This design comes from an exercise in tuning for small area, a short achievable clock period and few clock cycles per item on the open sky130 flow, not from production work.
Only simulation tests tie the RTL to the original design; equivalence was not proved.

==> flow/design.v (outline; a module is shown in full before it is edited, if it fits) <==
// module ordered_sequence_hash_64_top: 640 lines
// module osh64_fa: 4 lines
// module osh64_x3: 3 lines
// module osh64_ha: 4 lines
// module osh64_add62: 419 lines
// module osh64_add64: 441 lines
// module osh64_pn: 4 lines
// module osh64_png: 3 lines
// module osh64_np: 4 lines
// module osh64_npg: 3 lines
module ordered_sequence_hash_64_top (
  input  logic                             clk,
  input  logic                             rst_n,
  input  logic                             in_valid,
  output logic                             in_stall,
  input  logic                             in_cmd,
  input  logic [osh64_pkg::LEN_W-1:0]      in_seq_length,
  input  logic [osh64_pkg::HASH_W-1:0]     in_element_bits,
  output logic                             out_valid,
  input  logic                             out_stall,
  output logic [osh64_pkg::HASH_W-1:0]     out_hash
);
  // ...
==> flow/flow/run.sh <==
#!/bin/bash
# Own flow: the standard layout (standard synthesis and every ORFS step unchanged) with two
# settings outside config.mk's list:
#  - port buffers are sky130_fd_sc_hd__buf_2 instead of the default choice (every input and
#    output port still gets its own buffer);
set -euo pipefail
MARGIN=$(cat flow/margin.txt)
bash standard.sh "BUFFER_PORTS_ARGS=-buffer_cell sky130_fd_sc_hd__buf_2" \
  SETUP_SLACK_MARGIN="$MARGIN" finish > standard.log 2>&1
==> flow/flow/margin.txt <==
5.4
==> flow/standard.sh <==
#!/bin/bash
# synth_recipe.tcl (not shown) runs the flow's synth.tcl, then flattens the netlist and writes it again
# the make line also repeats each setting of config.mk as NAME=value (left out here)
make -C /OpenROAD-flow-scripts/flow DESIGN_CONFIG=/design/flow/config.mk WORK_HOME=/design/flow/orfs CLKGATE_MAP_FILE= SYNTH_SCRIPT=/design/flow/synth_recipe.tcl "${@:-finish}"
==> flow/config.mk <==
export PLATFORM = sky130hd
export DESIGN_NAME = ordered_sequence_hash_64_top
export DESIGN_NICKNAME = ordered_sequence_hash_64_top
export VERILOG_FILES = /design/flow/design.v
export SDC_FILE = /design/flow/constraint.sdc
export NUM_CORES = 4
export LEC_CHECK = 0
export CAP_MARGIN = 20
export CORE_MARGIN = 2
export CORE_UTILIZATION = 60
export CTS_CLUSTER_DIAMETER = 60
export CTS_CLUSTER_SIZE = 20
export SLEW_MARGIN = 20
export SYNTH_HIERARCHICAL = 1
==> flow/constraint.sdc <==
create_clock -name core_clock -period 9.5 [get_ports {clk}]
set_input_delay 1.9000 -clock core_clock [delete_from_list [all_inputs] [get_ports {clk}]]
set_output_delay 1.9000 -clock core_clock [all_outputs]
set_load 0.01 [all_outputs]
==> run summary, run 1 <==
status=no timing/DRC/antenna violations; Max FO, Critical Path=8; Multi-In Gates=1968; M1 wire length=36700 um; total gr overflow=0; clk latency of the worst-skew pair=590 ps; final setup violation count=0; met2 Usage GRT=55.7%; slowest stage delay, CP=~440 ps; post-cts sizing count=100; IO Port Bufs=~170; # Taps=696; CP Capture Point=out_hash_r[10]; global-route wire length before repair=139000 um; Cells after DPL=3559; fraction of area in multi-input gates=57.8%; most frequent cells in the layout=375 x fa_1, 334 x inv_1, 308 x edfxtp_1; Worst Path Buf+Inv=2; Signal buf overhead=5.31%; GRT Max-Usage Layer=met2; post-synth top area share=28.5%; setup tns final=0 ps; final WL=94100 um; final max-slew violation count=0; inverters=340; nonclk buf count=291; clock-cell share of area=3.35%; area of the mapped netlist=0.0325 sq mm; top routing layer in use=met4; DRT Pass-1 Iters=6; Adder-Cell Fraction of Synth Area=~30%; hold_ws=around 440 ps; hpwl dp=72500 um; n_diodes=0; die area=0.0561 sq mm; CP delay by family, top=XOR/XNOR gates; FF-to-FF Start=s1_p[33]
Testbench counts, summed over its fixed seeds: cycles 12,024, items 12,000.
==> run 2: changes to the inputs <==
--- a/flow/design.v
+++ b/flow/design.v
@@ -25,27 +25,27 @@
   input  logic [osh64_pkg::HASH_W-1:0]     in_element_bits,
   output logic                             out_valid,
   input  logic                             out_stall,
   output logic [osh64_pkg::HASH_W-1:0]     out_hash
 );
   localparam int unsigned HW = osh64_pkg::HASH_W;
   localparam int unsigned LW = osh64_pkg::HALF_W;
   localparam int unsigned PW = 124;   
-  logic          s0_v, s1_v, hv, ob_v;
+  logic          s0_v, s1_v, hv;
   logic          s0_cmd, s1_cmd;
   logic [HW-1:0] s0_src, s0_msrc;
   logic [PW-1:0] s1_p;
-  logic [HW-1:0] out_hash_r, ob_hash;
+  logic [HW-1:0] out_hash_r;
   logic hash_free, s1_adv, s0_adv, s0_ready, in_take;
-  assign hash_free = !(hv && ob_v && out_stall);
+  assign hash_free = !(hv && out_stall);
   assign s1_adv    = s1_v && hash_free;
   assign s0_adv    = s0_v && (!s1_v || s1_adv);
   assign s0_ready  = !s0_v || s0_adv;
-  assign in_stall  = s0_v && s1_v && hv && ob_v;
+  assign in_stall  = s0_v && s1_v && hv && out_stall;
   assign in_take   = in_valid && !in_stall;
   logic [HW-1:0] in_src;
   assign in_src = (in_cmd == osh64_pkg::CMD_START) ?
                   {{(HW-osh64_pkg::LEN_W){1'b0}}, in_seq_length} : in_element_bits;
   always_ff @(posedge clk) begin
     if (!rst_n) begin
       s0_v <= 1'b0;
     end else if (s0_ready) begin
@@ -628,37 +628,26 @@
     t2     = t1 ^ (t1 >> osh64_pkg::JOIN_SH_B);
     top    = t2[LW-1:0] ^ acc_hi ^ (acc_hi >> osh64_pkg::JOIN_SH_C);
     joined = {top, acc_hi} ^ {out_hash_r[LW-1:0], x3[HW-1:LW]};
     hash_nxt = (s1_cmd == osh64_pkg::CMD_START) ? x3 : joined;
   end
   always_ff @(posedge clk) begin
     if (!rst_n) begin
       hv         <= 1'b0;
-      ob_v       <= 1'b0;
       out_hash_r <= '0;
     end else begin
       hv <= s1_adv || (hv && !hash_free);
-      if (!ob_v) begin
-        ob_v <= hv && out_stall;
-      end else if (!out_stall) begin
-        ob_v <= hv;
-      end
       if (s1_adv) begin
         out_hash_r <= hash_nxt;
       end
     end
   end
-  always_ff @(posedge clk) begin
-    if (ob_v ? !out_stall : out_stall) begin
-      ob_hash <= out_hash_r;
-    end
-  end
-  assign out_valid = hv || ob_v;
-  assign out_hash  = ob_v ? ob_hash : out_hash_r;
+  assign out_valid = hv;
+  assign out_hash  = out_hash_r;
 endmodule
 module osh64_fa (input logic a, b, c, output logic s, co);
   assign s  = a ^ b ^ c;
   assign co = (a & b) | (a & c) | (b & c);
 endmodule
 module osh64_x3 (input logic a, b, c, output logic s);
   assign s = a ^ b ^ c;
 endmodule
==> flow/config.mk (replaced) <==
export PLATFORM = sky130hd
export DESIGN_NAME = ordered_sequence_hash_64_top
export DESIGN_NICKNAME = ordered_sequence_hash_64_top
export VERILOG_FILES = /design/flow/design.v
export SDC_FILE = /design/flow/constraint.sdc
export NUM_CORES = 4
export LEC_CHECK = 0
export CAP_MARGIN = 20
export CORE_MARGIN = 2
export CORE_UTILIZATION = 60
export SLEW_MARGIN = 20
export SYNTH_HIERARCHICAL = 1
==> run 2 against run 1 <==
  * Still clean on timing, DRC and antenna
  * Hold slack worse by 22 ps
  * Critical path depth down 12
  * Synthesized cell count down 5.1%
  * Maximum frequency down 5.5%
  * Wire length down 4.1%
  * Largest cell class unchanged
==> run summary, run 2 <==
status=no timing/DRC/antenna violations; achievable frequency=0.232 GHz; final hold vios=0; max_cap viols=0; GRT Max-Usage Layer=met2; Slew headroom=around 28%; Data required, critical path=7600 ps; area of the mapped netlist=0.0297 sq mm (-8.6%); CP delay by family, top=simple AND/OR/NAND/NOR gates; antenna viol nets, final=0; Area after DPL=between 0.03 and 0.04 sq mm; vias in the first global route=21.4k; DRT Pass-1 Iters=6 (unchanged); Mapped Cells=approximately 2.6k; clk latency of the worst-skew pair=570 ps (-20 ps); largest area contributor in the netlist=fa_1; hold_ws=414 ps (-21.9 ps); CTS sink cnt=311; DR vias=20.9k; IO Port Bufs=166 (unchanged); Post-synth ARST share=0%; n_diodes=0 (unchanged); area added between synthesis and finish=22.0%; GPL Wtd Cong=just under 1; WS Path Type=in -> out; Cell variety after synth=between 40 and 50; final instance area=approximately 0.036 sq mm; most common cell after layout, fill and taps aside=fa_1; clock slew at reported path FFs=60 ps; Worst Path Buf+Inv=2 (unchanged); Max FO, Critical Path=2 (-6); worst clock skew=23.4 ps; Ports=167; RSZ-0062 raised after global routing=yes; grt met3 use=7.04%; Root Buffer Master=clkbuf_16; top_reg_cell synth=edfxtp_1; row count=81; Num CTS Buffers=38; Slew @ Worst Pin=1080 ps; cell with the most instances after synthesis=fa_1; synth cell count leaders=375 x fa_1, 336 x inv_1, 258 x xnor2_1, 244 x edfxtp_1, 224 x a21oi_2; YS warnings=7; Clock Path Buffers=3; Initial Utilization=about three fifths; Yosys reg bits=311; total gr overflow=0 (unchanged); hpwl dp=67300 um (-7.2%); fraction of layout cells with a size suffix above 1=between 30% and 40%; Post-synth EDFFs=244; core area=approximately 0.05 sq mm; largest net degree at the start of global routing=between 80 and 90; GRT Util Overall=between 30 and 40%; worst path arrival time=2410 ps; Worst setup EP type=output port; Hold Crit Class=reg -> reg; final worst path period share=45.4%; slowest stage delay, CP=170 ps (-270 ps); die area=0.0513 sq mm (-8.4%); final max-slew violation count=0 (unchanged); critical path's slowest cell=and3_4; setup tns final=0 ps (unchanged); critical path's most frequent cell=buf_6; Largest Register=s1_p; GR met1 Demand/Resource=between 40% and 50%; Final Non-Filler Cells=between 3k and 4k; final WL=90300 um (-4.1%); Startpoint Class=input pin; Hold Buf Count CTS=0; met2 Usage GRT=59.5% (+3.8 points); Cells after DPL=3400 (-4.5%); max reg flops=124; Starting DRT DRC Count=1722; CTS tree=done; post-synth top area share=25.3% (-3.2 points); initial antenna violation count=0; final setup violation count=0 (unchanged); vias per std cell=5.80; Die Wd=227 um; most frequent cells in the layout=374 x fa_1, 332 x inv_1, 244 x edfxtp_1; global-route wire length before repair=132000 um (-5.0%); DRC=0; CP Cell Sequence=buf_6, and3_4, and2_4, buf_6; top post-synthesis cells by area=fa_1 25%, edfxtp_1 25%, xnor2_1 7.6%; Die Y=227 um; wire per inst=25.0 um; Final min period=4310 ps; syn_area_per_cell=11.5 sq um; final net count=3571; htree depth=2; largest registers=s1_p: 124 flops, out_hash_r: 64 flops, s0_msrc: 64 flops; share of the yosys chip area belonging to registers=29.2%
[run 2: changes by cell type after synthesis, moves of 6 or more]
cell / delta
edfxtp_1: -64
o221ai_1: +8
mux2_2: -64
nor2_1: +6
a21oi_1: +6
xnor2_2: -8
a21boi_0: -6
[run 2: final cells by class]
cell class | instances | area (sq um)
well taps | 664 | 831
repair buffers | 321 | 2390
clock buffers | 54 | 1050
inverters | 336 | 1280
multi-input cells | 1908 | 21900
flip-flops and latches | 311 | 8670
clock inverters | 16 | 171
fillers | 3353 | 12700
[run 2: worst reg2reg max path, stage by stage (launching register included)]
cell and delay [ps]:
edfxtp_1 370, ha_1 410, nand2_1 190, o21ai_2 160
a21oi_2 210, o21ai_4 100, a21oi_4 220, clkinvlp_4 260
buf_12 190, a21oi_2 150, xnor2_2 150, xnor2_2 420
xnor2_4 190, xnor2_2 230, xnor3_1 350, a222oi_1 350
nor2b_1 90
[run 2: through the flow]
step                      util, %  setup slack [ps]
after global placement       65.0              3830
after CTS                    71.2              5200
final                        74.0              5190
after floorplan                 -              5030
after global routing         74.0              5180
after detailed placement     65.0              3730
[run 2: what timing repair did]
item / CTS / global route
endpoints found under the setup margin: 124 / 92
buffers inserted: 72 / 60
pin swaps: 48 / 89
gates cloned: 7 / 0
resized for setup: 155 / 150
[run 2: logic make-up after synthesis]
kind of cell               after synthesis  synth area share, %
AOI/OAI and AO/OA                      502                 12.4
xor gates and xnor gates               438                 14.3
other                                    1               0.0126
and+or+nand+nor                        372                 5.18
adders and majority gates              554                 32.8
buffers and inverters                  374                 4.75
DFF                                    311                 29.2
muxes                                   35                 1.31
[run 2: metal layers]
layer / routed length [um] / vias up
li1: - / 9185
met1: 33900 / 10527
met2: 43600 / 958
met3: 6780 / 272
met4: 6020 / 0
met5: 0 / -
[run 2: final timing paths]
kind             start  cells past startpoint  slack [ps]             end
max          out_stall                      4        5190        in_stall
min             s0_cmd                      0         410          s1_cmd
max reg2reg   s1_p[50]                     16        5340  out_hash_r[53]
min reg2reg     s0_cmd                      0         410          s1_cmd
[run 2: Yosys stat by module, one instance, submodules excluded]
| module | copies in the design | area [sq um] | cells inside |
|---|---|---|---|
| ordered_sequence_hash_64_top | 1 | 14600 | 1189 |
| osh64_add64 | 1 | 1610 | 194 |
| osh64_add62 | 1 | 1560 | 186 |
| osh64_x3 | 14 | 23.8 | 1 |
| osh64_fa | 375 | 20.0 | 1 |
| osh64_ha | 27 | 12.5 | 1 |
| osh64_np | 60 | 12.5 | 2 |
| osh64_pn | 180 | 12.5 | 2 |
| osh64_png | 44 | 8.76 | 1 |
| osh64_npg | 78 | 5.00 | 1 |
Testbench counts of run 2, summed over its fixed seeds: cycles 12,024, items 12,000.
==> run 3: changes to the inputs <==
==> flow/flow/margin.txt (replaced) <==
5.0
==> run 3 against run 2 <==
  * Non-clock buffer count fell by 113
  * Worst setup slack got worse by 170 ps
  * Utilization fell by 5.1 points
  * Synthesized cell count unchanged
  * Maximum frequency down 3.8%
  * Critical path depth is 8 higher
  * Register-to-register slack worse by 170 ps
==> run summary, run 3 <==
status=no timing/DRC/antenna violations; most common cell after layout, fill and taps aside=fa_1; global-route wire length before repair=128000 um (-2.9%); worst setup path startpoint=in_cmd; CTS sink cnt=311 (unchanged); Hold Crit Depth=0 (unchanged); DRC=0 (unchanged); max reg flops=124 (unchanged); IO Port Bufs=166 (unchanged); WP depth=12 (+8); Cell variety after synth=44 (unchanged); most frequent cells in the layout=375 x fa_1, 334 x inv_1, 244 x edfxtp_1; Hold Crit Class=reg -> reg; Mapped Cells=2587 (unchanged); area added between synthesis and finish=13.6%; Clock Path Buffers=3 (unchanged); final net count=3456 (-3.2%); die area=0.0513 sq mm (unchanged); R2R setup slack=5170 ps (-170 ps); final core occ=69.0% (-5.1 points); GPL Wtd Cong=1.03 (+4.4%); hpwl dp=67300 um (about the same); WS Path Type=in -> reg; row count=81 (unchanged); Worst Path Buf+Inv=3 (+1); Startpoint Class=input pin; Post-synth ARST share=0% (unchanged); Num CTS Buffers=36 (-5.3%); Final min period=4480 ps (+169 ps); CP Cell Sequence=buf_2, buf_12, mux2_2, ha_1, a21oi_2, o21ai_2, a21oi_4, o21ai_4, a21oi_4, buf_12, o21ai_1, xor3_1; Final WS setup=5020 ps (-169 ps); worst clock skew=29.7 ps (+6.30 ps); final WL=85400 um (-5.4%); Hold Buf Count CTS=0 (unchanged); Yosys reg bits=311 (unchanged); CP delay by family, top=compound AO/OA/AOI/OAI gates; share of the yosys chip area belonging to registers=29.2% (unchanged); Initial Utilization=60.7% (unchanged); clk latency of the worst-skew pair=560 ps (about the same); final hold vios=0 (unchanged); final setup violation count=0 (unchanged); top post-synthesis cells by area=fa_1 25%, edfxtp_1 25%, xnor2_1 7.6%; vias per std cell=5.72 (-1.4%); DRT Pass-1 Iters=5 (-1); CP Capture Point=s0_msrc[63]; largest registers=s1_p: 124 flops, out_hash_r: 64 flops, s0_msrc: 64 flops; R2R depth=15 (-1); Die Wd=227 um (unchanged); syn_area_per_cell=11.5 sq um (unchanged); terminus of the critical flop-to-flop path=out_hash_r[60]; max_cap viols=0 (unchanged); GRT Util Overall=34.6% (-1.1 points); Slew headroom=29.8% (+1.6 points); post-synth top area share=25.3% (unchanged); DR vias=20.0k (-4.6%); n_diodes=0 (unchanged); final worst path period share=47.1% (+1.8 points); YS warnings=7 (unchanged); Largest Register=s1_p; FF-to-FF Start=s1_p[16]; htree depth=2 (unchanged); initial antenna violation count=0 (unchanged); area of the mapped netlist=0.0297 sq mm (unchanged); synth cell count leaders=375 x fa_1, 336 x inv_1, 258 x xnor2_1, 244 x edfxtp_1, 224 x a21oi_2; setup tns final=0 ps (unchanged); slowest stage delay, CP=430 ps (+260 ps); core area=0.0490 sq mm (unchanged); Place WS=3870 ps (+135 ps); fillers=3724 (+11%); Ports=167 (unchanged); clock slew at reported path FFs=60 ps (about the same); cell with the most instances after synthesis=fa_1; top_reg_cell synth=edfxtp_1; Root Buffer Master=clkbuf_16; final max-slew violation count=0 (unchanged); worst path arrival time=4760 ps (+2350 ps); CTS tree=done; wire per inst=24.5 um (-2.1%); Post-synth EDFFs=244 (unchanged); largest net degree at the start of global routing=126 (+47%); critical path's slowest cell=o21ai_4; Starting DRT DRC Count=1595 (-7.4%); largest area contributor in the netlist=fa_1; Worst setup EP type=flip-flop; fraction of layout cells with a size suffix above 1=24.1% (-7.2 points); Slew @ Worst Pin=1050 ps (-24.2 ps); Die Y=227 um (unchanged); total gr overflow=0 (unchanged); Max FO, Critical Path=65 (+63); vias in the first global route=20.8k (-2.8%); RSZ-0062 raised after global routing=yes; antenna viol nets, final=0 (unchanged); achievable frequency=0.223 GHz (-3.8%); Data required, critical path=9780 ps (+2180 ps)
## run 3: cell counts after synthesis
Identical to the previous run, type by type.
## run 3: cell families (layout without fill, tap and decap cells)
| family | count (synthesis) | count (layout) | share of synthesized area, % |
|---|---|---|---|
| flops | 311 | 311 | 29.2 |
| fa+ha+maj | 554 | 554 | 32.8 |
| other cells | 1 | 4 | 0.0126 |
| compound gates | 502 | 505 | 12.4 |
| mux | 35 | 35 | 1.31 |
| simple gates | 372 | 372 | 5.18 |
| xor+xnor | 438 | 438 | 14.3 |
| buf+inv | 374 | 607 | 4.75 |
## run 3: worst min-delay path by stage
stage               slack, ps     end   start
CTS                       440  s1_cmd  s0_cmd
global placement          400  s1_cmd  s0_cmd
finish                    440  s1_cmd  s0_cmd
global route              440  s1_cmd  s0_cmd
detailed placement        430  s1_cmd  s0_cmd
floorplan                 400  s1_cmd  s0_cmd
## run 3: cell type report
class / count / area (sq um) / area share (%)
multi-input cells: 1908 / 20600 / 61.0
flip-flops and latches: 311 / 8670 / 25.7
inverters: 336 / 1270 / 3.76
repair buffers: 208 / 1220 / 3.62
clock buffers: 45 / 966 / 2.86
well taps: 664 / 831 / 2.46
clock inverters: 18 / 198 / 0.586
## run 3: modules after synthesis, one instance, submodules excluded
module / flops+latches / cells / copies in the design / cell area [sq um]
ordered_sequence_hash_64_top: 311 / 1189 / 1 / 14600
osh64_add64: 0 / 194 / 1 / 1610
osh64_add62: 0 / 186 / 1 / 1560
osh64_x3: 0 / 1 / 14 / 23.8
osh64_fa: 0 / 1 / 375 / 20.0
osh64_ha: 0 / 1 / 27 / 12.5
osh64_np: 0 / 2 / 60 / 12.5
osh64_pn: 0 / 2 / 180 / 12.5
osh64_png: 0 / 1 / 44 / 8.76
osh64_npg: 0 / 1 / 78 / 5.00
## run 3: per-stage QoR
stage / hold slack [ps] / area [sq um] / cells
final: 440 / 33800 / 3490
after global routing: 444 / 33800 / 3490
after CTS: 439 / 33300 / 3475
after detailed placement: 425 / 31700 / 3394
after global placement: 401 / 31700 / 3394
after floorplan: 400 / 30100 / 2590
## run 3: what timing repair did
action | in CTS | in global routing
setup buffers | 15 | 15
pin swaps | 6 | 7
setup endpoints to repair | 100 | 80
cloned | 3 | 0
gates resized for setup | 45 | 41
## run 3: layer usage
| metal | up-vias | part of all wire (%) | GRT usage [%] | wire [um] |
|---|---|---|---|---|
| met4 | 0 | 7.0 | 18.7 | 5940 |
| met1 | 9919 | 38 | 43.5 | 32700 |
| met5 | - | 0 | 0 | 0 |
| met2 | 843 | 47 | 56.7 | 40400 |
| li1 | 8961 | - | - | - |
| met3 | 248 | 7.4 | 6.88 | 6340 |
## run 3: worst reg2reg max path, delay by kind of cell, from the launching register on
family / cells / cell delay, ps
compound gates: 4 / 780
simple gates: 4 / 810
buf+inv: 1 / 290
fa+ha+maj: 1 / 370
flops: 1 / 370
xor+xnor: 5 / 1620
==> run 4: changes to the inputs <==
==> flow/flow/margin.txt (replaced) <==
5.1
==> run 4 against run 3 <==
  * Area after synthesis unchanged
  * Clock skew about the same
  * Sequential share of layout area down 0.30 points
  * Via count up 1.4%
  * Still clean on timing, DRC and antenna
  * Highest routed layer unchanged
  * Die area unchanged
  * Non-clock buffer count up 25
  * First-iteration DRC count down 14%
==> run summary, run 4 <==
area of the mapped netlist=0.0297 sq mm (unchanged); CTS sink cnt=311 (unchanged); top post-synthesis cells by area=fa_1 25%, edfxtp_1 25%, xnor2_1 7.6%; final net count=3481 (+0.72%); IO Port Bufs=166 (unchanged); slowest stage delay, CP=210 ps (-220 ps); fraction of layout cells with a size suffix above 1=25.3% (+1.1 points); Starting DRT DRC Count=1370 (-14%); max reg flops=124 (unchanged); Cell variety after synth=44 (unchanged); worst clock skew=29.8 ps (+0.0589 ps); Post-synth EDFFs=244 (unchanged); cell with the most instances after synthesis=fa_1; total gr overflow=0 (unchanged); final worst path period share=46.0% (-1.1 points); syn_area_per_cell=11.5 sq um (unchanged); Clock Path Buffers=3 (unchanged); Data required, critical path=7600 ps (-2180 ps); CTS tree=done; Root Buffer Master=clkbuf_16; most frequent cells in the layout=375 x fa_1, 334 x inv_1, 244 x edfxtp_1; final instance area=0.0342 sq mm (+1.2%); post-synth top area share=25.3% (unchanged); Max FO, Critical Path=3 (-95%); Final min period=4370 ps (-105 ps); vias in the first global route=21.0k (+1.1%); Slew @ Worst Pin=1020 ps (-29.9 ps); htree depth=2 (unchanged); Ports=167 (unchanged); GPL Wtd Cong=0.986 (-4.1%); synth cell count leaders=375 x fa_1, 336 x inv_1, 258 x xnor2_1, 244 x edfxtp_1, 224 x a21oi_2; final max-slew violation count=0 (unchanged); area added between synthesis and finish=14.9%; setup tns final=0 ps (unchanged); final core occ=69.8% (+0.82 points); Initial Utilization=60.7% (unchanged); Area after DPL=0.0318 sq mm (+0.33%); largest net degree at the start of global routing=88 (-30%); Yosys reg bits=311 (unchanged); final WL=86600 um (+1.4%); Startpoint Class=input pin; final setup violation count=0 (unchanged); status=no timing/DRC/antenna violations; WS Path Type=in -> out; DR vias=20.2k (+1.4%); top_reg_cell synth=edfxtp_1; YS warnings=7 (unchanged); clock slew at reported path FFs=60 ps (about the same); DRC=0 (unchanged); DRT Pass-1 Iters=5 (unchanged); RSZ-0062 raised after global routing=yes; hpwl dp=67900 um (+0.94%); Mapped Cells=2587 (unchanged); final hold vios=0 (unchanged); CP delay by family, top=simple AND/OR/NAND/NOR gates; critical path's slowest cell=and3_4; die area=0.0513 sq mm (unchanged); achievable frequency=0.229 GHz (+2.4%); Slew headroom=31.8% (+2.0 points); Die Y=227 um (unchanged); GRT Util Overall=34.6% (about the same); hold_ws=414 ps (-26.2 ps); critical path's most frequent cell=buf_2; Worst setup EP type=output port; Die Wd=227 um (unchanged); Worst Path Buf+Inv=2 (-1); largest registers=s1_p: 124 flops, out_hash_r: 64 flops, s0_msrc: 64 flops; clk latency of the worst-skew pair=570 ps (about the same); initial antenna violation count=0 (unchanged); max_cap viols=0 (unchanged); Post-synth ARST share=0% (unchanged); Hold Crit Class=reg -> reg; global-route wire length before repair=128000 um (about the same); vias per std cell=5.76 (+0.59%); most common cell after layout, fill and taps aside=fa_1; CP Cell Sequence=buf_2, and3_4, and2_4, buf_2; row count=81 (unchanged); Hold Buf Count CTS=0 (unchanged); Num CTS Buffers=37 (+2.8%); Largest Register=s1_p; fillers=3698 (-0.70%); share of the yosys chip area belonging to registers=29.2% (unchanged); antenna viol nets, final=0 (unchanged); n_diodes=0 (unchanged); largest area contributor in the netlist=fa_1; core area=0.0490 sq mm (unchanged); worst path arrival time=2470 ps (-2290 ps); wire per inst=24.6 um (+0.63%)
[run 4: Yosys stat by module, one instance, submodules excluded]
module,cells inside,flip-flops and latches
osh64_ha,1,0
osh64_x3,1,0
osh64_pn,2,0
osh64_fa,1,0
osh64_add64,194,0
osh64_npg,1,0
ordered_sequence_hash_64_top,1189,311
osh64_png,1,0
osh64_np,2,0
osh64_add62,186,0
[run 4: path summary, 6_finish.rpt]
check             from             end  slack, ps  depth (start not counted)
min             s0_cmd          s1_cmd        410                          0
max          out_stall        in_stall       5130                          4
max reg2reg   s1_p[16]  out_hash_r[25]       5160                         17
min reg2reg     s0_cmd          s1_cmd        410                          0
[run 4: cell type report]
cell class,count,area [sq um],share of cell area (%)
Clock inverter,15,146,0.429
Inverter,336,1270,3.71
Clock buffer,51,1040,3.04
Tap cell,664,831,2.43
Sequential cell,311,8670,25.4
Multi-Input combinational cell,1907,20700,60.6
Timing Repair Buffer,233,1490,4.36
[run 4: metal layers]
layer,part of all wire [%],track usage [%],up-vias
met4,6.5,18.2,0
met3,7.2,6.79,239
li1,-,-,9002
met5,0,0,-
met2,48,57.0,834
met1,38,43.6,10169
[run 4: logic make-up (layout without fill, tap and decap cells)]
kind of cell	Yosys count	after routing	share of synthesized area (%)
AO/OA/AOI/OAI	502	504	12.4
adder cells (fa/ha/maj)	554	554	32.8
flip-flops	311	311	29.2
multiplexers	35	35	1.31
other	1	4	0.0126
XOR/XNOR	438	438	14.3
AND/OR/NAND/NOR	372	372	5.18
buffers and inverters	374	635	4.75
[run 4: worst reg2reg max path, stage by stage (launching register included)]
cell      delay [ps]
edfxtp_1         370
ha_1             380
nand2_1          160
nor2_4           220
nand2_1          130
o21ai_4          240
buf_4            200
a21oi_4          100
buf_4            180
buf_12           140
o21ai_1          210
xor2_2           360
xnor2_1          240
xor2_1           530
xnor2_1          270
xor2_1           190
o21ai_0          220
o211a_1          170
[run 4: stage by stage]
step           std cells  setup slack (ps)
2_1_floorplan       2590              5030
3_3_place_gp        3398              3790
3_5_place_dp        3398              3690
4_1_cts             3484              4980
5_1_grt             3517              5010
6_report            3517              5130
[run 4: repair_timing]
action	CTS	global route
setup endpoints to repair	113	67
buffers inserted	18	32
hold endpoints to repair	0	0
pin swaps	7	16
resized for setup	55	43
gates cloned	2	1
==> run 5: changes to the inputs <==
==> flow/flow/margin.txt (replaced) <==
5.2
==> run 5 against run 4 <==
  * Clock-buffer cell count stayed put
  * Via count is 0.60% higher
  * Sequential cell count stayed put
  * Non-clock buffer count is 14 higher
  * First-iteration DRC count is 21% higher
  * Area after synthesis stayed put
  * Cell count is 0.40% higher
  * Critical endpoint unchanged
==> run summary, run 5 <==
status=no timing/DRC/antenna violations; syn_area_per_cell=11.5 sq um (unchanged); row count=81 (unchanged); post-synth top area share=25.3% (unchanged); Die Y=227 um (unchanged); core area=0.0490 sq mm (unchanged); worst path arrival time=2410 ps (-60 ps); GRT Util Overall=35.1% (+0.47 points); max_cap viols=0 (unchanged); largest area contributor in the netlist=fa_1; Hold Buf Count CTS=0 (unchanged); top post-synthesis cells by area=fa_1 25%, edfxtp_1 25%, xnor2_1 7.6%; Hold Crit Class=reg -> reg; worst clock skew=22.9 ps (-6.92 ps); final worst path period share=45.4% (-0.64 points); cell with the most instances after synthesis=fa_1; Cell variety after synth=44 (unchanged); DR vias=20.4k (+0.60%); Hold Crit Start=s0_cmd; CTS sink cnt=311 (unchanged); Slew @ Worst Pin=1110 ps (+83.9 ps); initial antenna violation count=0 (unchanged); hold_ws=405 ps (-8.12 ps); final setup violation count=0 (unchanged); WS Path Type=in -> out; hpwl dp=67700 um (-0.26%); Data required, critical path=7600 ps (about the same); htree depth=2 (unchanged); Root Buffer Master=clkbuf_16; R2R setup slack=5300 ps (+140 ps); Starting DRT DRC Count=1660 (+21%); area of the mapped netlist=0.0297 sq mm (unchanged); Reg area=0.00867 sq mm (unchanged); IO Port Bufs=166 (unchanged); Final WS setup=5190 ps (+60.7 ps); Max FO, Critical Path=3 (unchanged); final net count=3496 (+0.43%); top_reg_cell synth=edfxtp_1; Final Non-Filler Cells=3531 (+0.40%); Post-synth ARST share=0% (unchanged); Worst setup EP type=output port; RSZ-0062 raised after global routing=yes; CTS tree=done; total gr overflow=0 (unchanged); final WL=87200 um (+0.72%); n_diodes=0 (unchanged); Yosys reg bits=311 (unchanged); R2R depth=15 (-2); max reg flops=124 (unchanged); Final min period=4310 ps (-60.7 ps); fillers=3516 (-4.9%); clk latency of the worst-skew pair=560 ps (about the same); FF-to-FF Start=s1_p[45]; Post-synth EDFFs=244 (unchanged); largest registers=s1_p: 124 flops, out_hash_r: 64 flops, s0_msrc: 64 flops; most common cell after layout, fill and taps aside=fa_1; final hold vios=0 (unchanged); most frequent cells in the layout=375 x fa_1, 334 x inv_1, 244 x edfxtp_1; global-route wire length before repair=130000 um (+1.5%); wire per inst=24.7 um (+0.32%); multi-input logic area=0.0209 sq mm (+0.94%); clock slew at reported path FFs=60 ps (about the same); synth cell count leaders=375 x fa_1, 336 x inv_1, 258 x xnor2_1, 244 x edfxtp_1, 224 x a21oi_2; Cells after DPL=3396 (-0.059%); final max-slew violation count=0 (unchanged); Clock Path Buffers=3 (unchanged); DRT Pass-1 Iters=5 (unchanged); largest net degree at the start of global routing=126 (+43%); Ports=167 (unchanged); Num CTS Buffers=38 (+2.7%); Place WS=3640 ps (-50.1 ps); Initial Utilization=60.7% (unchanged); GPL Wtd Cong=1.00 (+1.5%); Hold Crit Depth=0 (unchanged); achievable frequency=0.232 GHz (+1.4%); Startpoint Class=input pin; vias in the first global route=20.9k (-0.43%); DRC=0 (unchanged); terminus of the critical flop-to-flop path=out_hash_r[36]; die area=0.0513 sq mm (unchanged); Mapped Cells=2587 (unchanged); antenna viol nets, final=0 (unchanged); Slew headroom=26.2% (-5.6 points); fraction of layout cells with a size suffix above 1=26.3% (+1.1 points); Largest Register=s1_p; area added between synthesis and finish=16.5%; Hold Path Sink=s1_cmd; YS warnings=7 (unchanged); setup tns final=0 ps (unchanged); vias per std cell=5.77 (+0.20%); share of the yosys chip area belonging to registers=29.2% (unchanged); Die Wd=227 um (unchanged)
==> run 5: cell counts after synthesis <==
Identical to the previous run, type by type.
==> run 5: metal layers <==
metal	vias up	GRT usage [%]	share of wire, %
met5	-	0	0
met4	0	18.2	6.5
met3	242	6.76	7.4
met2	896	57.5	48
met1	10213	44.6	38
li1	9014	-	-
==> run 5: timing repair <==
| item | in CTS | in global routing |
|---|---|---|
| pin swaps | 13 | 22 |
| cloned | 3 | 0 |
| gates resized for setup | 78 | 47 |
| buffers inserted | 25 | 41 |
| endpoints found under the setup margin | 116 | 68 |
==> run 5: how the worst max path moves through the flow <==
stage	from	end	slack [ps]	cells past startpoint
after floorplan	in_cmd	s0_msrc[50]	5030	12
after global placement	in_cmd	s0_msrc[50]	3770	12
after detailed placement	in_cmd	s0_msrc[48]	3640	12
after CTS	out_stall	in_stall	5190	4
after global routing	s1_p[42]	out_hash_r[36]	5130	15
final	out_stall	in_stall	5190	4
==> run 5: per-module statistics from Yosys (local to each module, per instance), a selection <==
module | cells | area [sq um] | flops+latches | copies in the design
ordered_sequence_hash_64_top | 1189 | 14600 | 311 | 1
osh64_pn | 2 | 12.5 | 0 | 180
osh64_npg | 1 | 5.00 | 0 | 78
osh64_add64 | 194 | 1610 | 0 | 1
osh64_fa | 1 | 20.0 | 0 | 375
osh64_add62 | 186 | 1560 | 0 | 1
osh64_png | 1 | 8.76 | 0 | 44
==> run 5: final cells by class <==
type,count,area share (%)
Timing Repair Buffer,247,4.70
Tap cell,664,2.40
Clock inverter,15,0.751
Multi-Input combinational cell,1907,60.4
Inverter,336,3.66
Sequential cell,311,25.0
Clock buffer,51,3.10
==> run 5: worst max-delay path, cell delays in order <==
cell	delay (ps)
buf_6	90
and3_4	170
and2_4	140
buf_6	110
==> run 5: logic make-up after synthesis <==
family / after synthesis / share of synthesized area [%]
muxes: 35 / 1.31
and+or+nand+nor: 372 / 5.18
buffers and inverters: 374 / 4.75
other: 1 / 0.0126
AOI/OAI and AO/OA: 502 / 12.4
DFF: 311 / 29.2
adders and majority gates: 554 / 32.8
xor gates and xnor gates: 438 / 14.3
==> run 5: per-stage QoR <==
| stage | util, % | instance area, sq um |
|---|---|---|
| after floorplan | - | 30300 |
| after global placement | 65.0 | 31800 |
| after detailed placement | 65.0 | 31800 |
| after CTS | 69.4 | 34000 |
| after global routing | 70.8 | 34600 |
| final | 70.8 | 34600 |

afterwards: timing with drivers on the ports:
The flow's constraints put no driver on any port. The routed layouts listed below were extracted and timed again, unchanged, in two steps. Step 1: set_driving_cell puts a clkbuf_16 on clk and a buf_2 on each other input, an assumption about the parent block. Step 2 times the ports against the registers' clock, not the clock port: input delays grow and output delays shrink by t, the midpoint of the rising clock arrivals with the driver on. a / b / c = ideal / step 1 / step 2; a / b = the first two.
run	t, ns	setup WS [ns]	latest minus earliest clock arrival (ns)	worst register clock-pin slew, ns
run 1	0.626	5.427 / 5.316 / 4.690	0.045 / 0.046	0.09 / 0.09
run 2	0.616	5.191 / 5.160 / 4.660	0.029 / 0.028	0.06 / 0.06
run 3	0.607	5.022 / 5.023 / 4.457	0.030 / 0.029	0.06 / 0.06
run 4	0.605	5.127 / 5.107 / 4.634	0.031 / 0.030	0.06 / 0.06
run 5	0.605	5.188 / 5.150 / 4.709	0.025 / 0.024	0.07 / 0.07
After both steps every run listed still meets setup and hold. For run 1, which loses most, drivers alone change the setup slack by -0.111 ns; drivers and shift together by -0.737 ns.
